Context: an optimization exercise on an open-source flow, tuned for small area, a short achievable clock period and few clock cycles. The choices shown serve that exercise and are no tape-out recipe.
Function was checked by simulation only, so behaviour that the tests miss may differ from the original.
No activity file was given, so power comes from the tool's default toggle rates.

== north ==
## sorted_reminder_table_top
module sorted_reminder_table_top #(
  parameter int TABLE_DEPTH = srt_pkg::DEPTH_DEFAULT
) (
  input  wire logic                        clk,
  input  wire logic                        rst,
  input  wire logic                        in_valid,
  output logic                             in_stall,
  input  wire logic                        action,
  input  wire logic [srt_pkg::DAY_W-1:0]   day,
  input  wire logic [srt_pkg::HOUR_W-1:0]  hours,
  input  wire logic [srt_pkg::MIN_W-1:0]   minutes,
  input  wire logic [srt_pkg::TAG_W-1:0]   message_tag,
  output logic                             out_valid,
  input  wire logic                        out_stall,
  output logic [2:0]                       status,
  output logic [srt_pkg::SLOT_W-1:0]       slot,
  output logic [srt_pkg::DAY_W-1:0]        out_day,
  output logic [srt_pkg::HOUR_W-1:0]       out_hours,
  output logic [srt_pkg::MIN_W-1:0]        out_minutes,
  output logic [srt_pkg::TAG_W-1:0]        out_tag,
  output logic                             last
);
Size in the first run: about 12,000 cells after synthesis, ~4,100 flip-flops, ~110 I/O pins.
export LEC_CHECK = 0
export ABC_CLOCK_PERIOD_IN_PS = 3000
export CAP_MARGIN = 20
export CORE_MARGIN = 2
export CORE_UTILIZATION = 65
export CTS_CLUSTER_DIAMETER = 60
export CTS_CLUSTER_SIZE = 30
export GPL_TIMING_DRIVEN = 1
export SETUP_SLACK_MARGIN = 2.6
export SLEW_MARGIN = 20
export BUFFER_PORTS_ARGS = -buffer_cell sky130_fd_sc_hd__buf_4
create_clock -name core_clock -period 5.5 [get_ports {clk}]
standard.sh (not shown) runs the stock make flow with config.mk's settings and CLKGATE_MAP_FILE= SYNTH_SCRIPT=/design/flow/synth_recipe.tcl, a recipe that flattens the netlist after the stock synthesis.
==> flow/flow/run.sh <==
#!/bin/bash
# Standard layout, with the port buffers made from plain buffers (buf_4) rather than the cell
# buffer_ports picks by default; everything else is the standard flow.
set -euo pipefail
cat >> config.mk <<'EOC'
export BUFFER_PORTS_ARGS = -buffer_cell sky130_fd_sc_hd__buf_4
EOC
bash standard.sh > standard.log 2>&1
north: done, clean on timing, DRC and antenna
Testbench counts of north, summed over its fixed seeds: cycles 5,895.
For south, these inputs were changed with respect to north:
- swapping 65 for 70 in CORE_UTILIZATION
- swapping 2.6 for 2.7 in SETUP_SLACK_MARGIN
Results
south is listed as incomplete: the tool reported an error in global routing and the run ended there.
Die height: south vs north down about 3.6%
Between south and north, the number of buffers added for setup after CTS is higher for south.
Post-synthesis cell area came out exactly the same in south and north.
Taking north as the reference, in south width of the die went down by 3.6%; count of placed standard cells including taps went down by 188; starting density of the core went up by 5.0 points.
On synthesized cell count, south and north are basically level.


rev 12:
sorted_reminder_table_top again, from the RTL that the note above started with.
// sorted_reminder_table_top
module sorted_reminder_table_top #(
  parameter int TABLE_DEPTH = srt_pkg::DEPTH_DEFAULT
) (
  input  wire logic                        clk,
  input  wire logic                        rst,
  input  wire logic                        in_valid,
  output logic                             in_stall,
  input  wire logic                        action,
  input  wire logic [srt_pkg::DAY_W-1:0]   day,
  input  wire logic [srt_pkg::HOUR_W-1:0]  hours,
  input  wire logic [srt_pkg::MIN_W-1:0]   minutes,
  input  wire logic [srt_pkg::TAG_W-1:0]   message_tag,
  output logic                             out_valid,
  input  wire logic                        out_stall,
  output logic [2:0]                       status,
  output logic [srt_pkg::SLOT_W-1:0]       slot,
  output logic [srt_pkg::DAY_W-1:0]        out_day,
  output logic [srt_pkg::HOUR_W-1:0]       out_hours,
  output logic [srt_pkg::MIN_W-1:0]        out_minutes,
  output logic [srt_pkg::TAG_W-1:0]        out_tag,
  output logic                             last
);
Settings: LEC_CHECK=0, ABC_CLOCK_PERIOD_IN_PS=3000, CAP_MARGIN=20, CORE_MARGIN=2, CORE_UTILIZATION=62, CTS_CLUSTER_DIAMETER=60, CTS_CLUSTER_SIZE=30, GPL_TIMING_DRIVEN=1, SETUP_SLACK_MARGIN=2.75, SLEW_MARGIN=20, BUFFER_PORTS_ARGS=-buffer_cell sky130_fd_sc_hd__buf_4; clock period 5.5 ns.
Scripts as last shown in full above: flow/flow/run.sh
Rev 12 went all the way through the flow, and no timing, DRC or antenna check failed.
Testbench counts of rev 12, summed over its fixed seeds: cycles 5,895.
Changes in rev 13 relative to rev 12:
Settings: putting MATCH_CELL_FOOTPRINT at 0 where nothing was set; swapping 2.75 for 2.6 in SETUP_SLACK_MARGIN; swapping 62 for 55 in CORE_UTILIZATION.
==> flow/flow/run.sh <==
#!/bin/bash
# Standard layout, with the port buffers made from plain buffers (buf_4) rather than the cell
# buffer_ports picks by default, and timing repair free to resize a cell into any cell of the
# same function; everything else is the standard flow.
set -euo pipefail
cat >> config.mk <<'EOC'
export BUFFER_PORTS_ARGS = -buffer_cell sky130_fd_sc_hd__buf_4
export MATCH_CELL_FOOTPRINT = 0
EOC
bash standard.sh > standard.log 2>&1
--- outcome ---
- Rev 13 went all the way through synthesis, placement and routing and the layout is clean on timing, DRC and antenna.
- Rev 12 has completed all stages; timing, DRC and antenna checks passed.
- Rev 13 against rev 12: cell area has decreased, total power climbed about 2%.
- Floorplan check, rev 13 vs rev 12: die outline larger in rev 13
- Compared rev 13 vs rev 12, and wire length of the first global-routing pass is down in rev 13.
- Pin slew with the least headroom to its limit sits higher in rev 13 than in rev 12.
- Diff rev 12 and rev 13: count of inverters other than clock inverters in the layout lower in rev 13
- Rev 12 → rev 13: combinational power share down 0.5 points; placement-stage worst setup slack up 0.30 ns; minimum period implied by the final worst setup slack down 0.062 ns.
- Rev 12 → rev 13: final RePlAce weighted congestion now sits lower; number of antenna repair diodes now sits lower.

port drivers added, routing unchanged:
Ports are ideal in the flow. The routed layouts listed here were re-timed in OpenROAD. Step 1 assumes that a clkbuf_16 drives the clock port and a buf_2 every other input. Step 2, shift: input delay + t, output delay - t, t = (earliest + latest rising clock arrival at the registers) / 2. This alone moves slack from input paths to output paths. a / b / c = no drivers / after step 1 / after step 2; a / b = the first two.
run	shift t [ns]	setup WS [ns]	slew at the worst register clock pin (ns)	pins driven straight from the clock port
north	1.035	2.429 / 2.429 / 1.472	0.12 / 0.12	1
rev 12	1.008	2.387 / 2.387 / 1.606	0.12 / 0.12	1
rev 13	1.036	2.450 / 2.450 / 1.505	0.12 / 0.12	1
After both steps every run listed still meets setup and hold. The setup slack of north, which loses most, moves by 0.000 ns with the drivers and by -0.957 ns with both steps.
